What follows belongs to an exercise in optimizing a design on an open flow for small area, a short achievable clock period and few clock cycles per item; a production flow would make more cautious choices.
The RTL was checked by simulation tests, not by an equivalence proof against the original design.
Power figures rest on the tool's default switching activity, not on a simulated workload.

`design/flow/flow/run.sh`:
```
#!/bin/bash
# Standard ORFS layout, with timing repair aiming for 6.75 ns of setup slack.
set -euo pipefail
bash standard.sh SETUP_SLACK_MARGIN=6.75 finish > standard_flow.log 2>&1
```
`design/flow/standard.sh`:
```
#!/bin/bash
# synth_recipe.tcl (not shown) runs the flow's synth.tcl, then flattens the netlist and writes it again
# the make line also repeats each setting of config.mk as NAME=value (left out here)
make -C /OpenROAD-flow-scripts/flow DESIGN_CONFIG=/design/flow/config.mk WORK_HOME=/design/flow/orfs CLKGATE_MAP_FILE= SYNTH_SCRIPT=/design/flow/synth_recipe.tcl "${@:-finish}"
```
`design/flow/config.mk`:
```
export PLATFORM = sky130hd
export DESIGN_NAME = edf_sched_top
export DESIGN_NICKNAME = edf_sched_top
export VERILOG_FILES = /design/flow/design.v
export SDC_FILE = /design/flow/constraint.sdc
export NUM_CORES = 4
export LEC_CHECK = 0
export CAP_MARGIN = 20
export CORE_MARGIN = 2
export CORE_UTILIZATION = 50
export CTS_BUF_LIST = sky130_fd_sc_hd__clkbuf_16
export CTS_CLUSTER_DIAMETER = 100
export CTS_CLUSTER_SIZE = 20
export SLEW_MARGIN = 20
export TNS_END_PERCENT = 100
```
`design/flow/constraint.sdc`:
```
create_clock -name core_clock -period 10.0 [get_ports {clk_i}]
set_input_delay 2.0000 -clock core_clock [delete_from_list [all_inputs] [get_ports {clk_i}]]
set_output_delay 2.0000 -clock core_clock [all_outputs]
set_load 0.01 [all_outputs]
```
`design/flow/design.v`:
```
package edf_pkg;
  localparam int unsigned NUM_SLOTS = 8;
  localparam int unsigned DATA_W    = 16;
  localparam int unsigned SLACK_W   = 17;
endpackage
module edf_sched_top
(
  input  logic        clk_i,
  input  logic        rst_ni,
  input  logic        req_valid_i,
  output logic        req_ready_o,
  input  logic        req_op_i,
  input  logic [2:0]  req_task_slot_i,
  input  logic [15:0] req_exec_time_i,
  input  logic [15:0] req_period_ticks_i,
  input  logic [15:0] req_rel_deadline_i,
  output logic        rsp_valid_o,
  input  logic        rsp_ready_i,
  output logic        rsp_cpu_busy_o,
  output logic [2:0]  rsp_running_slot_o,
  input  logic        cfg_we_i,
  input  logic [3:0]  cfg_wdata_i
);
  localparam int N = 8;
  function automatic logic slack_lt(input logic [16:0] a, input logic [16:0] b);
    logic [16:0] x, y;
    logic        lt, eq;
    x  = {~a[16], a[15:0]};
    y  = {~b[16], b[15:0]};
    lt = 1'b0;
    eq = 1'b1;
    for (int k = 16; k >= 0; k = k - 1) begin
      lt = lt | (eq & ~x[k] & y[k]);
      eq = eq & ~(x[k] ^ y[k]);
    end
    slack_lt = lt;
  endfunction
  function automatic logic [15:0] dec16(input logic [15:0] a);
    logic [15:0] y;
    y[0] = ~a[0];
    for (int k = 1; k < 16; k = k + 1) begin
      y[k] = a[k] ^ ~|(a & ((1 << k) - 1));
    end
    dec16 = y;
  endfunction
  function automatic logic [16:0] dec17(input logic [16:0] a);
    logic [16:0] y;
    y[0] = ~a[0];
    for (int k = 1; k < 17; k = k + 1) begin
      y[k] = a[k] ^ ~|(a & ((1 << k) - 1));
    end
    dec17 = y;
  endfunction
  function automatic logic [16:0] cdec17(input logic [16:0] a, input logic en);
    logic [16:0] y;
    y[0] = a[0] ^ en;
    for (int k = 1; k < 17; k = k + 1) begin
      y[k] = a[k] ^ (en & ~|(a & ((1 << k) - 1)));
    end
    cdec17 = y;
  endfunction
  logic        ready_q;
  logic        ready_o_q;      
  logic        tick_q;         
  logic [7:0]  upd_q;          
  logic [7:0]  rst_q;          
  logic [7:0]  ld_q;           
  logic [16:0] dm_q;           
  logic [15:0] per_q;          
  logic [7:0]  ld2_q;          
  logic signed [16:0] k1_r_q;  
  logic        p2_q;           
  logic [3:0]  tc_q;
  logic acc, acc_load, acc_tick;
  assign acc      = req_valid_i & ready_q;
  assign acc_load = acc & ~req_op_i;
  assign acc_tick = acc &  req_op_i;
  always_ff @(posedge clk_i) begin
    dm_q  <= dec17({1'b0, req_rel_deadline_i});
    per_q <= req_period_ticks_i;
  end
  logic tick;
  assign tick = tick_q;
  logic per_le1;
  assign per_le1 = (per_q[15:1] == 15'd0);
  always_ff @(posedge clk_i) begin
    k1_r_q <= $signed(dm_q - {1'b0, (per_le1 ? 16'd1 : per_q)} + 17'd2);
    p2_q   <= (per_q == 16'd2);
  end
  logic [15:0]        e_q  [N];
  logic [15:0]        d_q  [N];
  logic signed [16:0] k1_q [N];
  logic [N-1:0]       p1_q;    
  logic [15:0]        w_q  [N];
  logic signed [16:0] sm_q [N];
  logic [16:0]        x    [N];
  logic [N-1:0]       nz_q;    
  logic [N-1:0]       rel_q;   
  logic [N-1:0] active, elig, win;
  for (genvar i = 0; i < N; i++) begin : g_act
    assign active[i] = tc_q[3] | (tc_q[2:0] > 3'(i));
    assign elig[i]   = active[i] & nz_q[i];
  end
  logic [N-1:0] le_q [N];
  for (genvar i = 0; i < N; i++) begin : g_cmp_i
    for (genvar j = 0; j < N; j++) begin : g_cmp_j
      if (i < j) begin : g_lt
        always_ff @(posedge clk_i) le_q[i][j] <= ~slack_lt(x[j], x[i]);
      end else begin : g_ge
        assign le_q[i][j] = 1'b0;
      end
    end
  end
  for (genvar i = 0; i < N; i++) begin : g_win
    logic [N-1:0] beat;
    for (genvar j = 0; j < N; j++) begin : g_b
      if (j < i) begin : g_lo
        assign beat[j] = ~elig[j] | ~le_q[j][i];
      end else if (j > i) begin : g_hi
        assign beat[j] = ~elig[j] | le_q[i][j];
      end else begin : g_me
        assign beat[j] = elig[i];
      end
    end
    assign win[i] = &beat;
  end
  logic       busy;
  logic [2:0] slot;
  assign busy = |elig;
  assign slot = {win[4] | win[5] | win[6] | win[7],
                 win[2] | win[3] | win[6] | win[7],
                 win[1] | win[3] | win[5] | win[7]};
  for (genvar i = 0; i < N; i++) begin : g_slot
    logic wr, ld, upd, rst, rel_d;
    logic [15:0] w_dec;
    logic [16:0] sm_d;
    assign wr    = acc_load & (req_task_slot_i == 3'(i));
    assign ld    = ld_q[i];
    assign upd   = upd_q[i];
    assign rst   = rst_q[i];
    assign w_dec = dec16(w_q[i]);
    always_comb begin
      if (ld)       x[i] = dm_q;
      else if (rst) x[i] = {1'b0, d_q[i]};
      else          x[i] = sm_q[i];
    end
    assign sm_d = cdec17(x[i], upd);
    always_comb begin
      if (ld)                 rel_d = per_le1;
      else if (rst)           rel_d = p1_q[i];
      else if (upd && ld2_q[i]) rel_d = p2_q;
      else if (upd)           rel_d = (sm_q[i] == k1_q[i]);
      else                    rel_d = rel_q[i];
    end
    always_ff @(posedge clk_i) begin
      if (wr) begin
        e_q[i] <= req_exec_time_i;
        d_q[i] <= req_rel_deadline_i;
      end
      if (ld) begin
        p1_q[i] <= per_le1;
      end
      if (ld2_q[i]) begin
        k1_q[i] <= k1_r_q;
      end
      ld2_q[i] <= ld;
      sm_q[i]  <= sm_d;
      rel_q[i] <= rel_d;
      ld_q[i]  <= wr;
      upd_q[i] <= acc_tick & active[i];
      rst_q[i] <= acc_tick & active[i] & rel_d;
      if (ld || rst) begin
        w_q[i]  <= e_q[i];
        nz_q[i] <= (e_q[i] != 16'd0);
      end else if (upd && win[i]) begin
        w_q[i]  <= w_dec;
        nz_q[i] <= (w_q[i] != 16'd1);
      end
    end
  end
  logic [1:0] cnt_q, cnt_d;
  logic [3:0] m_q [3];
  logic       ov_q;
  logic       pop;
  logic [3:0] res;
  assign res   = {busy, slot};
  assign pop   = ov_q & rsp_ready_i;
  assign cnt_d = cnt_q + 2'(tick) - 2'(pop);
  always_ff @(posedge clk_i) begin
    for (int k = 0; k < 3; k++) begin
      if (pop) begin
        if (tick && (2'(k) == cnt_q - 2'd1)) m_q[k] <= res;
        else if (k < 2)                      m_q[k] <= m_q[k+1];
      end else if (tick && (2'(k) == cnt_q)) begin
        m_q[k] <= res;
      end
    end
  end
  always_ff @(posedge clk_i or negedge rst_ni) begin
    if (!rst_ni) begin
      ready_q <= 1'b1;
      ready_o_q <= 1'b1;
      tick_q  <= 1'b0;
      cnt_q   <= 2'd0;
      ov_q    <= 1'b0;
      tc_q    <= 4'd0;
    end else begin
      tick_q  <= acc_tick;
      cnt_q   <= cnt_d;
      ov_q    <= (cnt_d != 2'd0);
      ready_q <= ({1'b0, cnt_d} + {2'b0, acc_tick}) < 3'd3;
      ready_o_q <= ~(cnt_d[1] & (cnt_d[0] | acc_tick));
      if (cfg_we_i) tc_q <= cfg_wdata_i;
    end
  end
  assign req_ready_o        = ready_o_q;
  assign rsp_valid_o        = ov_q;
  assign rsp_cpu_busy_o     = m_q[0][3];
  assign rsp_running_slot_o = m_q[0][2:0];
endmodule
```
==> results of run 1 <==
-- kinds of logic (layout without fill, tap and decap cells) --
family	Yosys count	count (layout)	share of synthesized area
buffers and inverters	354	545	0.0344
AOI/OAI and AO/OA	1010	1011	0.150
and+or+nand+nor	1209	1210	0.132
xor gates and xnor gates	431	431	0.0885
muxes	139	139	0.0342
adders and majority gates	182	182	0.0498
other	0	4	0
DFF	813	813	0.512
-- routing by layer --
| metal | wire [um] | up-vias | GRT usage |
|---|---|---|---|
| met5 | 28 | - | 0 |
| met4 | 10000 | 4 | 0.164 |
| met3 | 18500 | 486 | 0.0710 |
| met2 | 68500 | 2208 | 0.532 |
| met1 | 65200 | 16800 | 0.496 |
| li1 | - | 15400 | - |
-- state kept, by name (all words and copies together), names as in the netlist --
name and count:
upd_q 8, nz_q 8, k1_q 136, cnt_q 2, p1_q 8, ld2_q 8, tc_q 4, ov_q 1
rst_q 8, per_q 16, ready_q 1, le_q 28, rel_q 8, d_q 128, w_q 128, ready_o_q 1
k1_r_q 17, ld_q 8, sm_q 136, tick_q 1, e_q 128, m_q 12, p2_q 1, dm_q 17
-- path summary, 6_finish.rpt --
kind                                         from            endpoint  slack (ps)  depth (start not counted)
worst max-delay path            per_q[11]$_DFF_P_  k1_r_q[15]$_DFF_P_        6650                         20
worst min-delay path             per_q[0]$_DFF_P_        p2_q$_DFF_P_         440                          1
worst max register to register  per_q[11]$_DFF_P_  k1_r_q[15]$_DFF_P_        6650                         20
worst min register to register   per_q[0]$_DFF_P_        p2_q$_DFF_P_         440                          1
max in group asynchronous                  rst_ni   ready_q$_DFF_PN1_        8000                          1
min in group asynchronous                  rst_ni    tick_q$_DFF_PN0_        1670                          1
-- metrics by stage --
stage          hold slack (ps)  utilization  instance area (sq um)  power [W]
6_report                   436        0.584                  49600     0.0154
5_1_grt                    458        0.584                  49600     0.0159
4_1_cts                    429        0.567                  48100     0.0145
3_5_place_dp               408        0.528                  44800     0.0119
3_3_place_gp               414        0.528                  44800     0.0119
2_1_floorplan              353            -                  42900    0.00926
-- Yosys cell counts, types with 9 or more instances --
cell type                    n
sky130_fd_sc_hd__a211oi_1   64
sky130_fd_sc_hd__a21o_1      9
sky130_fd_sc_hd__a21oi_1   138
sky130_fd_sc_hd__a221oi_1   25
sky130_fd_sc_hd__a22oi_1    24
sky130_fd_sc_hd__a31oi_1    48
sky130_fd_sc_hd__and2_1     22
sky130_fd_sc_hd__and3_1     16
sky130_fd_sc_hd__buf_1      13
sky130_fd_sc_hd__buf_2      62
sky130_fd_sc_hd__buf_4      12
sky130_fd_sc_hd__clkbuf_1  137
sky130_fd_sc_hd__dfxtp_1   255
sky130_fd_sc_hd__edfxtp_1  548
sky130_fd_sc_hd__ha_1      110
sky130_fd_sc_hd__inv_1     124
sky130_fd_sc_hd__maj3_1     58
sky130_fd_sc_hd__maj3_2     13
sky130_fd_sc_hd__mux2_2     10
sky130_fd_sc_hd__mux2i_1   123
sky130_fd_sc_hd__nand2_1   514
sky130_fd_sc_hd__nand2b_1   29
sky130_fd_sc_hd__nand3_1    66
sky130_fd_sc_hd__nand4_1    47
sky130_fd_sc_hd__nand4b_1   11
sky130_fd_sc_hd__nor2_1    244
sky130_fd_sc_hd__nor2b_1    11
sky130_fd_sc_hd__nor3_1     74
sky130_fd_sc_hd__nor3b_1    11
sky130_fd_sc_hd__nor4_1     98
sky130_fd_sc_hd__o211ai_1   17
sky130_fd_sc_hd__o21a_1     97
sky130_fd_sc_hd__o21ai_0   288
sky130_fd_sc_hd__o21ai_1    85
sky130_fd_sc_hd__o21ai_2    10
sky130_fd_sc_hd__o221ai_1   24
sky130_fd_sc_hd__o22ai_1    73
sky130_fd_sc_hd__or2_2      21
sky130_fd_sc_hd__or3_1      15
sky130_fd_sc_hd__or4_1       9
sky130_fd_sc_hd__xnor2_1   278
sky130_fd_sc_hd__xor2_1    153
-- final cells by class --
cell class | instances | area (sq um) | share of cell area
antenna | 4 | 10.0 | 0.000202
clock buffer | 48 | 1200 | 0.0242
clock inverter | 39 | 283 | 0.00571
inverter | 128 | 510 | 0.0103
multi-input combinational | 2973 | 21000 | 0.424
sequential | 813 | 21900 | 0.441
tap | 1144 | 1430 | 0.0289
timing repair buffer | 330 | 3250 | 0.0656
-- layout by cell type (no fill, tap or decap), types with 105 or more instances in the layout --
master / instances
sky130_fd_sc_hd__xnor2_1: 278
sky130_fd_sc_hd__xor2_1: 153
sky130_fd_sc_hd__nor2_1: 222
sky130_fd_sc_hd__buf_4: 201
sky130_fd_sc_hd__dfxtp_1: 227
sky130_fd_sc_hd__edfxtp_1: 548
sky130_fd_sc_hd__ha_1: 105
sky130_fd_sc_hd__o21ai_0: 269
sky130_fd_sc_hd__nand2_1: 504
sky130_fd_sc_hd__a21oi_1: 125
sky130_fd_sc_hd__mux2i_1: 106
sky130_fd_sc_hd__inv_1: 144
-- critical path, delay by kind of cell (launching register included) --
| kind | cells | cell delay (ps) |
|---|---|---|
| AO/OA/AOI/OAI | 9 | 1240 |
| AND/OR/NAND/NOR | 5 | 920 |
| adder cells (fa/ha/maj) | 3 | 480 |
| flip-flops | 1 | 340 |
| buffers and inverters | 3 | 230 |
-- report_power, final --
| group | switching, W | leakage [nW] | total [W] | internal (W) |
|---|---|---|---|---|
| registers | 0.000684 | 7.20 | 0.00491 | 0.00422 |
| clock network | 0.00118 | 0.827 | 0.00212 | 0.000946 |
| logic | 0.00534 | 8.97 | 0.00841 | 0.00307 |
| total | 0.00720 | 17.0 | 0.0154 | 0.00824 |
-- repair_timing --
item                                    CTS  global route
gates cloned                              8             5
pin swaps                                57            89
gates resized for setup                 292           184
buffers inserted                         84            59
endpoints found under the setup margin  357           247
==> impl_metrics.env, run 1 <==
export IMPL_postSynthAreaPerCell_sq_um=10.3
export IMPL_routabilityCongestion=1.02
export IMPL_ys_ff_latch=813
export IMPL_post_route_cells_drive_above_1_share=0.161
export IMPL_netlist_area_leader_share=0.386
export IMPL_clock_tree_buffer_depth=3
export IMPL_synthesis_nets=4310
export IMPL_synth_warnings=44
export IMPL_globalRouteTotalUtil=0.355
export IMPL_cts_root_buffer="sky130_fd_sc_hd__clkbuf_16"
export IMPL_cts_hold_fix_buffers=0
export IMPL_drt_iter0_drc=4773
export IMPL_report_final_hold_viol_count=0
export IMPL_ys_top_cells_by_area="sky130_fd_sc_hd__edfxtp_1 39%, sky130_fd_sc_hd__dfxtp_1 12%, sky130_fd_sc_hd__xnor2_1 5.7%"
export IMPL_min_delay_path_class="reg2reg"
export IMPL_postSynth_topFlopCell="sky130_fd_sc_hd__edfxtp_1"
export IMPL_worst_setup_path_start_kind="flip-flop"
export IMPL_rsz0062_at_grt="yes"
export IMPL_clock_skew_ps=58.2
export IMPL_cts_buffers_inserted=48
export IMPL_antenna_found_initial=7
export IMPL_grt_pass1_vias=30700
export IMPL_clk_pin_slew_worst_paths_ps=90
export IMPL_design_die_area_sq_um=87600
export IMPL_worst_path_most_repeated_cell="sky130_fd_sc_hd__o21ai_2"
export IMPL_worst_skew_pair_late_latency_ps=670
export IMPL_syn_area_sq_um=42600
export IMPL_post_route_minimum_period_ps=3350
export IMPL_final_net_count=4466
export IMPL_fp_coreArea_sq_um=84900
export IMPL_drt_pass1_iterations=6
export IMPL_cts_htree_levels=2
export IMPL_sum_of_routed_wire_length_over_all_layers_mm=162
export IMPL_finalSetupTns_ps=0
export IMPL_floorplan_die_width_um=296
export IMPL_power_per_standard_cell_area_nw_per_um2=311
export IMPL_tightest_slew_ps=1020
export IMPL_clock_sink_count=813
export IMPL_port_buffer_count=66
export IMPL_setup_ws_final_ps=6650
export IMPL_std_cell_rows=107
export IMPL_tritoncts="built"
export IMPL_stdcell_count=5479
export IMPL_required_ps=10490
export IMPL_synth_edff_count=548
export IMPL_wl_per_cell_um=29.6
export IMPL_p_leak_nw=17.0
export IMPL_ys_types=90
export IMPL_critical_path_cell_chain="nor4_4, nand4_1, or2_4, nand2b_4, ha_4, inv_2, ha_4, inv_2, fa_2, nor2b_2, o21ai_2, a21boi_2, o21ai_2, a21boi_2, o21ai_2, a21boi_2, o21ai_2, buf_4, a211o_1, o311ai_2"
export IMPL_critPathMaxStageDelay_ps=340
export IMPL_critical_path_arrival_ps=3850
export IMPL_chipHeight_um=296
export IMPL_timing_max_transition_violations_final=0
export IMPL_dp_cells=5231
export IMPL_grt_pass1_wl_mm=222
export IMPL_post_route_drc_count=0
export IMPL_post_dp_hpwl_mm=114
export IMPL_boundaryPins=67
export IMPL_drv_max_cap_violation_count=0
export IMPL_avgViaCountPerCell=6.39
export IMPL_num_fill_cells=7259
export IMPL_timing_critical_path_to_type="flip-flop"
export IMPL_detailedPlace_worstSlack_ps=5360
export IMPL_peak_clock_frequency_supported_by_timing_mhz=298
export IMPL_synth_yosys_seq_area_share=0.512
export IMPL_area_growth_from_synthesis_to_final_layout_pct=16.2
export IMPL_floorplan_initialDensity=0.502
export IMPL_timing_final_setup_violations=0
export IMPL_grt_ovfl_total=0
export IMPL_min_period_over_period=0.335
export IMPL_synthCells=4138
export IMPL_timing_worst_setup_path_type="reg2reg"
export IMPL_outcome="timing/DRC/antenna clean"
export IMPL_worst_ir_drop_vdd_v=0.000153
export IMPL_synth_async_sr_flop_share=0.0123
export IMPL_number_of_vias_after_detailed_routing=35000
export IMPL_crit_path_max_fanout=3
export IMPL_ant_nets=0
export IMPL_grt_max_degree=54
export IMPL_synth_largest_area_cell="sky130_fd_sc_hd__edfxtp_1"
export IMPL_crit_path_top_delay_cell="sky130_fd_sc_hd__dfxtp_2"
export IMPL_max_slew_margin_rel=0.315
Testbench counts, summed over its fixed seeds: cycles 9,728, ticks 8,624.
==> run 2: changes to the inputs <==
--- a/design/flow/config.mk
+++ b/design/flow/config.mk
@@ -5,6 +5,7 @@
 export SDC_FILE = /design/flow/constraint.sdc
 export NUM_CORES = 4
 export LEC_CHECK = 0
+export ABC_AREA = 1
 export CAP_MARGIN = 20
 export CORE_MARGIN = 2
 export CORE_UTILIZATION = 50
==> run 2 against run 1 <==
Compared with the run above:
- still clean on timing, DRC and antenna
- sequential power decreased by 5.3%
- worst hold slack improved by 53 ps
- critical path depth decreased by 3
- count of clock-buffer cells in the layout unchanged
- maximum frequency decreased by 0.39%
- critical path type is now in2reg
- critical endpoint is now dm_q[15]$_DFF_P_
- largest power group unchanged
==> impl_metrics.env, run 2 <==
export IMPL_ys_ff_latch=813
export IMPL_std_cell_rows=108
export IMPL_tightest_slew_ps=1090
export IMPL_postSynth_topFlopCell="sky130_fd_sc_hd__edfxtp_1"
export IMPL_floorplan_die_width_um=301
export IMPL_cts_buffers_inserted=47
export IMPL_synth_most_common_cell="sky130_fd_sc_hd__nand2_1"
export IMPL_ant_nets=0
export IMPL_worst_ir_drop_vdd_v=0.000155
export IMPL_timing_critical_path_to_type="flip-flop"
export IMPL_synth_top_cells_by_count="1587 x sky130_fd_sc_hd__nand2_1, 619 x sky130_fd_sc_hd__inv_1, 548 x sky130_fd_sc_hd__edfxtp_1"
export IMPL_crit_path_max_delay_family="simple AND/OR/NAND/NOR gates"
export IMPL_post_route_minimum_period_ps=3370
export IMPL_crit_path_top_delay_cell="sky130_fd_sc_hd__or2_4"
export IMPL_antenna_found_initial=5
export IMPL_cts_root_buffer="sky130_fd_sc_hd__clkbuf_16"
export IMPL_met1_length_mm=61.5
export IMPL_area_growth_from_synthesis_to_final_layout_pct=10.7
export IMPL_sum_of_routed_wire_length_over_all_layers_mm=160
export IMPL_worst_path_most_repeated_cell="sky130_fd_sc_hd__nor2_4"
export IMPL_clock_skew_ps=37.3
export IMPL_worst_skew_pair_late_latency_ps=640
export IMPL_r2r_slack_ps=6750
export IMPL_synth_edff_count=548
export IMPL_globalRouteTotalUtil=0.349
export IMPL_grt_pass1_wl_mm=230
export IMPL_finalSetupTns_ps=0
export IMPL_critical_path_arrival_ps=3870
export IMPL_timing_final_setup_violations=0
export IMPL_synthCells=5316
export IMPL_wl_per_cell_um=24.3
export IMPL_postSynthAreaPerCell_sq_um=8.29
export IMPL_met3RoutedLength_mm=13.9
export IMPL_p_leak_nw=20.8
export IMPL_drt_iter0_drc=4823
export IMPL_rsz0062_at_grt="yes"
export IMPL_crit_path_max_fanout=3
export IMPL_synthesis_nets=5488
export IMPL_chipHeight_um=301
export IMPL_required_ps=10500
export IMPL_syn_area_sq_um=44100
export IMPL_ys_top_cells_by_area="sky130_fd_sc_hd__edfxtp_1 37%, sky130_fd_sc_hd__nand2_1 14%, sky130_fd_sc_hd__dfxtp_1 12%"
export IMPL_synth_warnings=44
export IMPL_stdcell_area_sq_um=48800
export IMPL_final_net_count=5578
export IMPL_drv_max_cap_violation_count=0
export IMPL_drt_pass1_iterations=6
export IMPL_routabilityCongestion=1.03
export IMPL_number_of_vias_after_detailed_routing=38000
export IMPL_fp_coreArea_sq_um=87000
export IMPL_outcome="timing/DRC/antenna clean"
export IMPL_synth_yosys_seq_area_share=0.495
export IMPL_netlist_area_leader_share=0.374
export IMPL_boundaryPins=67
export IMPL_synth_largest_area_cell="sky130_fd_sc_hd__edfxtp_1"
export IMPL_place_area_sq_um=46200
export IMPL_timing_worst_setup_path_type="in2reg"
export IMPL_synth_async_sr_flop_share=0.0123
export IMPL_antennaDiodeCount=0
export IMPL_post_dp_hpwl_mm=120
export IMPL_critPathMaxStageDelay_ps=260
export IMPL_clock_tree_buffer_depth=3
export IMPL_timing_max_transition_violations_final=0
export IMPL_avgViaCountPerCell=5.75
export IMPL_floorplan_initialDensity=0.506
export IMPL_max_slew_margin_rel=0.266
export IMPL_ys_types=64
export IMPL_met2WireLength_mm=73.5
export IMPL_biggestRegsByFlops="k1_q (136), sm_q (136)"
export IMPL_clock_sink_count=813
export IMPL_clk_pin_slew_worst_paths_ps=80
export IMPL_cts_htree_levels=2
export IMPL_grt_ovfl_total=0
export IMPL_power_per_standard_cell_area_nw_per_um2=302
export IMPL_critical_path_n_buffers_inverters=5
export IMPL_route_top_layer_used="met5"
export IMPL_report_final_hold_viol_count=0
export IMPL_port_buffer_count=66
export IMPL_post_route_drc_count=0
export IMPL_most_common_layout_cells="1574 x sky130_fd_sc_hd__nand2_1, 629 x sky130_fd_sc_hd__inv_1, 548 x sky130_fd_sc_hd__edfxtp_1"
export IMPL_min_delay_path_class="reg2reg"
export IMPL_layout_cells_most_common="sky130_fd_sc_hd__nand2_1"
export IMPL_grt_max_degree=34
export IMPL_critical_path_cell_chain="buf_12, inv_12, ha_4, nand2_4, nor2_4, nand2_4, nor2_4, nand2_2, nor2_2, inv_2, nor2_2, inv_1, or2_4, nor2_4, inv_2, or2_4, xnor2_2"
export IMPL_peak_clock_frequency_supported_by_timing_mhz=297
export IMPL_grt_pass1_vias=35500
export IMPL_min_period_over_period=0.337
export IMPL_tritoncts="built"
export IMPL_post_route_cells_drive_above_1_share=0.0964
export IMPL_design_die_area_sq_um=90500
export IMPL_worst_setup_path_start_kind="primary input"
[run 2: cell count changes after synthesis, sizes merged, moves of 89 or more]
| cell | before | now |
|---|---|---|
| nand2 | 514 | 1603 |
| inv | 128 | 659 |
| nand3 | 67 | 283 |
| nor2 | 246 | 456 |
| xnor2 | 278 | 75 |
| o21ai | 384 | 246 |
| mux2i | 128 | 0 |
| o21a | 99 | 10 |
[run 2: power by group]
group	internal [W]	total (W)	switching (W)
combinational	0.00235	0.00805	0.00569
sequential	0.00421	0.00465	0.000447
clock	0.000883	0.00204	0.00116
[run 2: metrics by stage]
stage	power (W)	instances	setup WS (ps)	utilization	hold WS [ps]
final	0.0147	6600	6630	0.561	490
after global routing	0.0156	6600	6540	0.561	510
after CTS	0.0143	6565	6600	0.552	503
after detailed placement	0.0122	6455	4880	0.531	482
after global placement	0.0122	6454	4820	0.531	471
after floorplan	0.00955	5316	6300	-	353
[run 2: what timing repair did]
action	CTS	global route
pin swaps	13	21
endpoints found under the setup margin	179	318
hold buffers	0	0
setup buffers	21	35
gates resized for setup	123	118
cloned	1	0
[run 2: logic make-up after synthesis]
group,after synthesis,share of synthesized area
AO/OA/AOI/OAI,693,0.0949
XOR/XNOR,251,0.0499
adder cells (fa/ha/maj),111,0.0317
buffers and inverters,842,0.0759
flip-flops,813,0.495
multiplexers,6,0.00153
AND/OR/NAND/NOR,2600,0.251
[run 2: worst paths after layout]
kind,from,to,cells after the start
worst max-delay path,req_rel_deadline_i[0],dm_q[15]$_DFF_P_,17
worst min-delay path,ld_q[0]$_DFF_P_,ld2_q[0]$_DFF_P_,0
worst max register to register,tc_q[3]$_DFFE_PN0P_,w_q[0][3]$_DFFE_PP_,6
worst min register to register,ld_q[0]$_DFF_P_,ld2_q[0]$_DFF_P_,0
max in group asynchronous,rst_ni,tick_q$_DFF_PN0_,1
min in group asynchronous,rst_ni,tc_q[2]$_DFFE_PN0P_,1
[run 2: cell type report]
cell class	count	area, sq um
inverter	678	2640
timing repair buffer	204	1820
sequential	813	21800
clock buffer	48	1200
multi-input combinational	3662	19700
tap	1155	1450
clock inverter	40	189
fill	8130	38200
[run 2: routing by layer]
layer,track usage,vias up
met1,0.441,17900
li1,-,17800
met4,0.210,2
met2,0.566,1837
met3,0.0552,423
met5,0,-
==> run 3: changes to the inputs <==
==> design/flow/config.mk (replaced) <==
export PLATFORM = sky130hd
export DESIGN_NAME = edf_sched_top
export DESIGN_NICKNAME = edf_sched_top
export VERILOG_FILES = /design/flow/design.v
export SDC_FILE = /design/flow/constraint.sdc
export NUM_CORES = 4
export LEC_CHECK = 0
export CAP_MARGIN = 10
export CORE_MARGIN = 2
export CORE_UTILIZATION = 50
export CTS_BUF_LIST = sky130_fd_sc_hd__clkbuf_16
export CTS_CLUSTER_DIAMETER = 100
export CTS_CLUSTER_SIZE = 20
export SLEW_MARGIN = 10
export TNS_END_PERCENT = 100
==> run 3 against run 2 <==
Compared with the run above:
- global-route usage increased by 0.78 points
- combinational power increased by 6.5%
- clock power increased by 4%
- worst hold slack got worse by 58 ps
- count of clock-buffer cells in the layout increased by 1
- maximum frequency decreased by 2.0%
- total power increased by 5.9%
- sequential share of layout area decreased by 0.96 points
- critical endpoint is now le_q[3][6]$_DFF_P_
==> impl_metrics.env, run 3 <==
export IMPL_chipHeight_um=296
export IMPL_synthCells=4138
export IMPL_biggestRegsByFlops="k1_q (136), sm_q (136)"
export IMPL_fp_coreArea_sq_um=84900
export IMPL_layout_cells_most_common="sky130_fd_sc_hd__edfxtp_1"
export IMPL_boundaryPins=67
export IMPL_area_growth_from_synthesis_to_final_layout_pct=17.2
export IMPL_clock_sink_count=813
export IMPL_required_ps=10590
export IMPL_tightest_slew_ps=1180
export IMPL_cts_htree_levels=2
export IMPL_postSynth_topFlopCell="sky130_fd_sc_hd__edfxtp_1"
export IMPL_most_common_layout_cells="548 x sky130_fd_sc_hd__edfxtp_1, 505 x sky130_fd_sc_hd__nand2_1, 277 x sky130_fd_sc_hd__xnor2_1"
export IMPL_grt_ovfl_total=0
export IMPL_timing_critical_path_to_type="flip-flop"
export IMPL_detailedPlace_worstSlack_ps=5380
export IMPL_globalRouteTotalUtil=0.357
export IMPL_clk_pin_slew_worst_paths_ps=90
export IMPL_p_clk_frac=0.136
export IMPL_report_final_hold_viol_count=0
export IMPL_avgViaCountPerCell=6.40
export IMPL_finalSetupTns_ps=0
export IMPL_switching_power_w=0.00728
export IMPL_timing_final_setup_violations=0
export IMPL_min_period_over_period=0.344
export IMPL_worst_setup_path_start_kind="flip-flop"
export IMPL_grt_pass1_vias=30800
export IMPL_worst_r2r_path_depth=15
export IMPL_peak_clock_frequency_supported_by_timing_mhz=291
export IMPL_p_leak_nw=17.2
export IMPL_floorplan_initialDensity=0.502
export IMPL_cts_hold_fix_buffers=0
export IMPL_port_buffer_count=66
export IMPL_synthesis_nets=4310
export IMPL_min_delay_path_class="reg2reg"
export IMPL_ys_types=90
export IMPL_r2r_slack_ps=6560
export IMPL_crit_path_max_fanout=7
export IMPL_ant_nets=0
export IMPL_tritoncts="built"
export IMPL_syn_area_sq_um=42600
export IMPL_worst_hold_path_endpoint="p2_q$_DFF_P_"
export IMPL_cts_buffers_inserted=48
export IMPL_post_route_minimum_period_ps=3440
export IMPL_worstHoldStart="per_q[0]$_DFF_P_"
export IMPL_post_route_cells_drive_above_1_share=0.174
export IMPL_number_of_vias_after_detailed_routing=35300
export IMPL_ys_ff_latch=813
export IMPL_outcome="timing/DRC/antenna clean"
export IMPL_dp_cells=5232
export IMPL_stdcell_count=5516
export IMPL_clock_tree_buffer_depth=3
export IMPL_power_per_standard_cell_area_nw_per_um2=312
export IMPL_sum_of_routed_wire_length_over_all_layers_mm=164
export IMPL_comb_power_share=0.549
export IMPL_drv_max_cap_violation_count=0
export IMPL_worst_ir_drop_vdd_v=0.000185
export IMPL_crit_path_top_delay_cell="sky130_fd_sc_hd__dfxtp_4"
export IMPL_std_cell_rows=107
export IMPL_wl_per_cell_um=29.7
export IMPL_ys_top_cells_by_area="sky130_fd_sc_hd__edfxtp_1 39%, sky130_fd_sc_hd__dfxtp_1 12%, sky130_fd_sc_hd__xnor2_1 5.7%"
export IMPL_hold_path_depth=1
export IMPL_synth_top_cells_by_count="548 x sky130_fd_sc_hd__edfxtp_1, 514 x sky130_fd_sc_hd__nand2_1, 288 x sky130_fd_sc_hd__o21ai_0"
export IMPL_drt_iter0_drc=4846
export IMPL_timing_max_transition_violations_final=0
export IMPL_critical_path_cell_chain="buf_6, buf_12, buf_16, mux2_4, mux2i_4, buf_6, buf_6, a22oi_2, a41oi_2, nand4_1, maj3_2, a211oi_2, nor3_2, a32oi_2, o31a_1"
export IMPL_clock_skew_ps=33.1
export IMPL_synth_largest_area_cell="sky130_fd_sc_hd__edfxtp_1"
export IMPL_sequentialPowerShare=0.315
export IMPL_max_slew_margin_rel=0.211
export IMPL_floorplan_die_width_um=296
export IMPL_rr_startpoint="rst_q[3]$_DFF_P_"
export IMPL_netlist_area_leader_share=0.386
export IMPL_final_net_count=4501
export IMPL_worst_skew_pair_late_latency_ps=660
export IMPL_drt_pass1_iterations=8
export IMPL_grt_pass1_wl_mm=223
export IMPL_cts_root_buffer="sky130_fd_sc_hd__clkbuf_16"
export IMPL_synth_warnings=44
export IMPL_power_total_w=0.0156
export IMPL_p_int_w=0.00833
export IMPL_design_die_area_sq_um=87600
export IMPL_timing_worst_setup_path_type="reg2reg"
export IMPL_postSynthAreaPerCell_sq_um=10.3
export IMPL_worst_path_most_repeated_cell="sky130_fd_sc_hd__buf_6"
export IMPL_synth_async_sr_flop_share=0.0123
export IMPL_post_dp_hpwl_mm=114
export IMPL_num_fill_cells=7207
export IMPL_antenna_found_initial=14
export IMPL_grt_max_degree=54
export IMPL_post_route_drc_count=0
export IMPL_routabilityCongestion=1.02
export IMPL_synth_yosys_seq_area_share=0.512
export IMPL_swShare=0.466
export IMPL_setup_ws_final_ps=6560
export IMPL_synth_edff_count=548
export IMPL_critPathMaxStageDelay_ps=450
export IMPL_critical_path_arrival_ps=4020
export IMPL_reg2reg_to="le_q[3][6]$_DFF_P_"
export IMPL_synth_most_common_cell="sky130_fd_sc_hd__edfxtp_1"
export IMPL_rsz0062_at_grt="yes"
-- run 3: per-layer routing --
| metal | vias to the layer above | share of wire | GRT usage |
|---|---|---|---|
| met5 | - | 0.00021 | 0 |
| met4 | 4 | 0.066 | 0.183 |
| met3 | 485 | 0.11 | 0.0758 |
| met2 | 2289 | 0.42 | 0.523 |
| met1 | 17000 | 0.40 | 0.499 |
| li1 | 15500 | - | - |
-- run 3: power groups by stage --
| stage | clock [W] | combinational, W | sequential, W |
|---|---|---|---|
| floorplan | 0 | 0.00471 | 0.00456 |
| global placement | 0 | 0.00692 | 0.00494 |
| detailed placement | 0 | 0.00696 | 0.00494 |
| CTS | 0.00214 | 0.00760 | 0.00487 |
| global route | 0.00227 | 0.00891 | 0.00491 |
| finish | 0.00213 | 0.00857 | 0.00492 |
-- run 3: area by class of cell --
class	count	area, sq um	share of cell area
flip-flops and latches	813	21900	0.438
repair buffers	365	3550	0.0710
well taps	1144	1430	0.0286
clock buffers	49	1230	0.0245
inverters	128	510	0.0102
multi-input cells	2973	21100	0.423
clock inverters	41	253	0.00506
diodes	3	7.51	0.000150
-- run 3: what timing repair did --
action,CTS,global route
endpoints found under the setup margin,368,269
cloned,9,7
buffers inserted,94,81
pin swaps,59,103
gates resized for setup,318,196
-- run 3: logic make-up after synthesis --
group           share of synthesized area
buf+inv                            0.0344
flops                               0.512
mux                                0.0342
simple gates                        0.132
compound gates                      0.150
fa+ha+maj                          0.0498
xor+xnor                           0.0885
-- run 3: stage by stage --
step	cell area, sq um	util	hold slack [ps]
final	50000	0.589	432
after floorplan	42900	-	353
after global placement	44800	0.528	414
after CTS	48300	0.569	429
after detailed placement	44800	0.528	408
after global routing	50000	0.589	471
-- run 3: how the worst max path moves through the flow --
stage / from / end
floorplan: req_op_i / d_q[0][0]$_DFFE_PP_
global placement: req_rel_deadline_i[0] / dm_q[15]$_DFF_P_
detailed placement: req_rel_deadline_i[0] / dm_q[15]$_DFF_P_
CTS: tc_q[3]$_DFFE_PN0P_ / w_q[2][13]$_DFFE_PP_
global route: per_q[11]$_DFF_P_ / k1_r_q[15]$_DFF_P_
finish: rst_q[3]$_DFF_P_ / le_q[3][6]$_DFF_P_
-- run 3: critical path: cells and delay by family, from the launching register on --
family                   cells  cell delay [ps]
multiplexers                 2              580
flip-flops                   1              450
AND/OR/NAND/NOR              2              250
adder cells (fa/ha/maj)      1              380
buffers and inverters        5              640
AO/OA/AOI/OAI                5             1070
==> run 4: changes to the inputs <==
--- a/design/flow/design.v
+++ b/design/flow/design.v
@@ -23,17 +23,23 @@
 );
   localparam int N = 8;
   function automatic logic slack_lt(input logic [16:0] a, input logic [16:0] b);
+    logic [31:0] g, e;
     logic [16:0] x, y;
-    logic        lt, eq;
-    x  = {~a[16], a[15:0]};
-    y  = {~b[16], b[15:0]};
-    lt = 1'b0;
-    eq = 1'b1;
-    for (int k = 16; k >= 0; k = k - 1) begin
-      lt = lt | (eq & ~x[k] & y[k]);
-      eq = eq & ~(x[k] ^ y[k]);
-    end
-    slack_lt = lt;
+    x = {~a[16], a[15:0]};
+    y = {~b[16], b[15:0]};
+    g = '0;
+    e = '1;
+    for (int k = 0; k < 17; k = k + 1) begin
+      g[k] = ~x[k] & y[k];
+      e[k] = ~(x[k] ^ y[k]);
+    end
+    for (int w = 16; w >= 1; w = w / 2) begin
+      for (int k = 0; k < w; k = k + 1) begin
+        g[k] = g[2*k+1] | (e[2*k+1] & g[2*k]);
+        e[k] = e[2*k+1] & e[2*k];
+      end
+    end
+    slack_lt = g[0];
   endfunction
   function automatic logic [15:0] dec16(input logic [15:0] a);
     logic [15:0] y;
==> design/flow/flow/run.sh (replaced) <==
#!/bin/bash
# Standard ORFS layout, with timing repair aiming for 7 ns of setup slack.
set -euo pipefail
bash standard.sh SETUP_SLACK_MARGIN=7 finish > standard_flow.log 2>&1
==> design/flow/config.mk (replaced) <==
export PLATFORM = sky130hd
export DESIGN_NAME = edf_sched_top
export DESIGN_NICKNAME = edf_sched_top
export VERILOG_FILES = /design/flow/design.v
export SDC_FILE = /design/flow/constraint.sdc
export NUM_CORES = 4
export LEC_CHECK = 0
export CAP_MARGIN = 20
export CORE_MARGIN = 2
export CORE_UTILIZATION = 50
export SLEW_MARGIN = 20
export TNS_END_PERCENT = 100
==> run 4 against run 3 <==
Compared with the run above:
- still clean on timing, DRC and antenna
- setup slack got worse by 310 ps
- global-route usage fell by 3.4 points
- wire length fell by 6.6%
- synthesized cell count fell by 4.3%
- combinational power rose by 2%
- flip-flop and latch count did not move
- critical endpoint is now dm_q[15]$_DFF_P_
- largest cell class is now multi-input combinational cells
- highest routed layer is now met4
==> impl_metrics.env, run 4 <==
export IMPL_sum_of_routed_wire_length_over_all_layers_mm=153
export IMPL_ys_types=88
export IMPL_required_ps=10550
export IMPL_tritoncts="built"
export IMPL_clock_tree_buffer_depth=3
export IMPL_clock_sink_count=813
export IMPL_post_dp_hpwl_mm=109
export IMPL_crit_path_max_delay_family="simple AND/OR/NAND/NOR gates"
export IMPL_stdcell_count=5565
export IMPL_boundaryPins=67
export IMPL_synth_warnings=44
export IMPL_crit_path_top_delay_cell="sky130_fd_sc_hd__or4b_4"
export IMPL_timing_critical_path_to_type="flip-flop"
export IMPL_critical_path_startpoint="req_rel_deadline_i[0]"
export IMPL_most_common_layout_cells="548 x sky130_fd_sc_hd__edfxtp_1, 493 x sky130_fd_sc_hd__ha_1, 306 x sky130_fd_sc_hd__nand2_1"
export IMPL_place_area_sq_um=47400
export IMPL_globalRouteTotalUtil=0.324
export IMPL_outcome="timing/DRC/antenna clean"
export IMPL_number_of_vias_after_detailed_routing=33700
export IMPL_chipHeight_um=303
export IMPL_syn_area_sq_um=44700
export IMPL_synth_yosys_seq_area_share=0.488
export IMPL_drv_max_cap_violation_count=0
export IMPL_synth_largest_area_cell="sky130_fd_sc_hd__edfxtp_1"
export IMPL_synth_most_common_cell="sky130_fd_sc_hd__edfxtp_1"
export IMPL_peak_clock_frequency_supported_by_timing_mhz=267
export IMPL_min_period_over_period=0.375
export IMPL_wl_per_cell_um=27.5
export IMPL_tightest_slew_ps=1050
export IMPL_worst_path_most_repeated_cell="sky130_fd_sc_hd__or4_4"
export IMPL_worst_setup_path_start_kind="primary input"
export IMPL_finalSetupTns_ps=0
export IMPL_timing_worst_setup_path_type="in2reg"
export IMPL_floorplan_initialDensity=0.505
export IMPL_sequential_cell_area_sq_um=21900
export IMPL_design_die_area_sq_um=91800
export IMPL_synth_async_sr_flop_share=0.0123
export IMPL_post_route_cells_drive_above_1_share=0.197
export IMPL_area_growth_from_synthesis_to_final_layout_pct=22.5
export IMPL_cts_root_buffer="sky130_fd_sc_hd__clkbuf_16"
export IMPL_worst_skew_pair_late_latency_ps=680
export IMPL_port_buffer_count=66
export IMPL_layout_cells_most_common="sky130_fd_sc_hd__edfxtp_1"
export IMPL_netlist_area_leader_share=0.368
export IMPL_grt_ovfl_total=0
export IMPL_synthesis_nets=4559
export IMPL_rsz0062_at_grt="yes"
export IMPL_synth_top_cells_by_count="548 x sky130_fd_sc_hd__edfxtp_1, 536 x sky130_fd_sc_hd__ha_1, 311 x sky130_fd_sc_hd__nand2_1"
export IMPL_utilization=0.619
export IMPL_grt_max_degree=34
export IMPL_final_net_count=4921
export IMPL_synthCells=3961
export IMPL_cts_hold_fix_buffers=0
export IMPL_rr_startpoint="rst_q[3]$_DFF_P_"
export IMPL_report_final_hold_viol_count=0
export IMPL_avgViaCountPerCell=6.05
export IMPL_post_route_drc_count=0
export IMPL_critical_path_arrival_ps=4300
export IMPL_holdWs_ps=457
export IMPL_routabilityCongestion=0.953
export IMPL_drt_pass1_iterations=5
export IMPL_worstHoldStart="per_q[0]$_DFF_P_"
export IMPL_critical_path_n_buffers_inverters=2
export IMPL_multiInputGateArea_sq_um=23600
export IMPL_biggestRegsByFlops="k1_q (136), sm_q (136)"
export IMPL_ant_nets=0
export IMPL_postSynthAreaPerCell_sq_um=11.3
export IMPL_num_fill_cells=7101
export IMPL_fp_coreArea_sq_um=88500
export IMPL_cts_htree_levels=3
export IMPL_ys_top_cells_by_area="sky130_fd_sc_hd__edfxtp_1 37%, sky130_fd_sc_hd__ha_1 15%, sky130_fd_sc_hd__dfxtp_1 11%"
export IMPL_critical_path_cell_chain="buf_12, inv_12, ha_4, or3b_4, or4b_4, or4_4, or4_4, o21ai_2, nand2b_1"
export IMPL_antenna_found_initial=2
export IMPL_timing_final_setup_violations=0
export IMPL_grt_pass1_wl_mm=214
export IMPL_worst_ir_drop_vdd_v=0.000231
export IMPL_dp_cells=5184
export IMPL_floorplan_die_width_um=303
export IMPL_p_leak_nw=21.5
export IMPL_drt_iter0_drc=3784
export IMPL_stdcell_area_sq_um=54800
export IMPL_min_delay_path_class="reg2reg"
export IMPL_clock_skew_ps=35.4
export IMPL_grt_pass1_vias=31000
export IMPL_std_cell_rows=109
export IMPL_ys_ff_latch=813
export IMPL_cts_buffers_inserted=88
export IMPL_synth_edff_count=548
export IMPL_crit_path_max_fanout=2
export IMPL_timing_max_transition_violations_final=0
export IMPL_power_per_standard_cell_area_nw_per_um2=308
export IMPL_post_route_minimum_period_ps=3750
export IMPL_critPathMaxStageDelay_ps=550
export IMPL_clk_pin_slew_worst_paths_ps=60
export IMPL_max_slew_margin_rel=0.289
export IMPL_postSynth_topFlopCell="sky130_fd_sc_hd__edfxtp_1"
## run 4: cell count changes in the layout (fill, tap and decap cells not counted), sizes merged, moves of 56 or more
cell    before  now
ha         110  536
nand2      514  311
o21ai      384  225
a21o         9  146
xnor2      278  174
nor2       246  161
maj3        71    0
o22ai       73    3
o21a        99   35
clkbuf      58  120
mux2        11   68
a211oi      64    8
## run 4: timing repair
| item | 4_1_cts | 5_1_grt |
|---|---|---|
| pin swaps | 50 | 86 |
| setup buffers | 115 | 83 |
| gates resized for setup | 339 | 200 |
| gates cloned | 8 | 8 |
| endpoints found under the setup margin | 419 | 274 |
## run 4: power breakdown
group | switching (W) | internal (W)
logic | 0.00509 | 0.00364
clock network | 0.00141 | 0.00206
registers | 0.000485 | 0.00417
## run 4: kinds of logic after synthesis
group / after synthesis / synth area share
flip-flops: 813 / 0.488
adder cells (fa/ha/maj): 537 / 0.150
XOR/XNOR: 322 / 0.0631
AND/OR/NAND/NOR: 1057 / 0.123
buffers and inverters: 324 / 0.0282
AO/OA/AOI/OAI: 712 / 0.101
multiplexers: 196 / 0.0473
## run 4: worst reg2reg max path, cell delays in order, from the launching register on
cell and delay [ps]:
sky130_fd_sc_hd__dfxtp_4 360, sky130_fd_sc_hd__buf_8 130, sky130_fd_sc_hd__buf_12 130, sky130_fd_sc_hd__buf_16 140
sky130_fd_sc_hd__mux2_4 310, sky130_fd_sc_hd__mux2i_4 200, sky130_fd_sc_hd__inv_4 110, sky130_fd_sc_hd__ha_4 290
sky130_fd_sc_hd__nand4_1 170, sky130_fd_sc_hd__or4_1 560, sky130_fd_sc_hd__o221ai_2 240, sky130_fd_sc_hd__nand4_1 130
sky130_fd_sc_hd__and3b_2 240
## run 4: through the flow
stage / setup slack (ps) / total power, W
floorplan: 5830 / 0.00902
global placement: 4800 / 0.0115
detailed placement: 4800 / 0.0116
CTS: 6170 / 0.0159
global route: 6220 / 0.0178
finish: 6250 / 0.0169
## run 4: layout make-up
cell class | instances | share of cell area
Clock buffer | 113 | 0.0447
Timing Repair inverter | 1 | 0.000137
Tap cell | 1165 | 0.0266
Antenna cell | 1 | 0.0000457
Inverter | 218 | 0.0169
Sequential cell | 813 | 0.399
Clock inverter | 53 | 0.0116
Timing Repair Buffer | 376 | 0.0702
Multi-Input combinational cell | 2825 | 0.431
## run 4: metal layers
| layer | global-route usage | vias to the layer above | wire length (um) |
|---|---|---|---|
| met5 | 0 | - | 0 |
| met4 | 0.159 | 0 | 8840 |
| met3 | 0.0501 | 364 | 12000 |
| met2 | 0.500 | 1398 | 68000 |
| met1 | 0.444 | 16400 | 64400 |
| li1 | - | 15500 | - |
## run 4: path summary, 6_finish.rpt
check | endpoint | slack, ps | cells after the start
setup / recovery | dm_q[15]$_DFF_P_ | 6250 | 9
hold / removal | p2_q$_DFF_P_ | 460 | 1
setup reg to reg | le_q[3][5]$_DFF_P_ | 6890 | 12
hold reg to reg | p2_q$_DFF_P_ | 460 | 1
min in group asynchronous | cnt_q[1]$_DFF_PN0_ | 1720 | 1
max in group asynchronous | tc_q[3]$_DFFE_PN0P_ | 7850 | 1
Testbench counts of run 4, summed over its fixed seeds: cycles 9,728, ticks 8,624.

[afterwards: timing with drivers on the ports]
How much do the figures lean on ideal ports? The routed layouts below were timed once more, with nothing changed but the port constraints.
Step 1, drivers: a clkbuf_16 drives clk_i and a buf_2 each remaining input, both assumed.
Step 2 times the ports against the registers' clock, not the clock port: input delays grow and output delays shrink by t, the midpoint of the rising clock arrivals with the driver on.
Three values: no drivers, after step 1, after step 2; two values: the first two.
| run | t (ns) | setup slack, ns | clock arrival spread, ns |
|---|---|---|---|
| run 1 | 0.712 | 6.646 / 6.646 / 6.120 | 0.058 / 0.059 |
| run 2 | 0.694 | 6.632 / 6.655 / 5.961 | 0.039 / 0.038 |
| run 3 | 0.711 | 6.562 / 6.562 / 6.110 | 0.034 / 0.034 |
| run 4 | 0.731 | 6.252 / 6.272 / 5.541 | 0.036 / 0.036 |
After both steps every run listed still meets setup and hold. For run 4, which loses most, drivers alone change the setup slack by +0.020 ns; drivers and shift together by -0.711 ns.
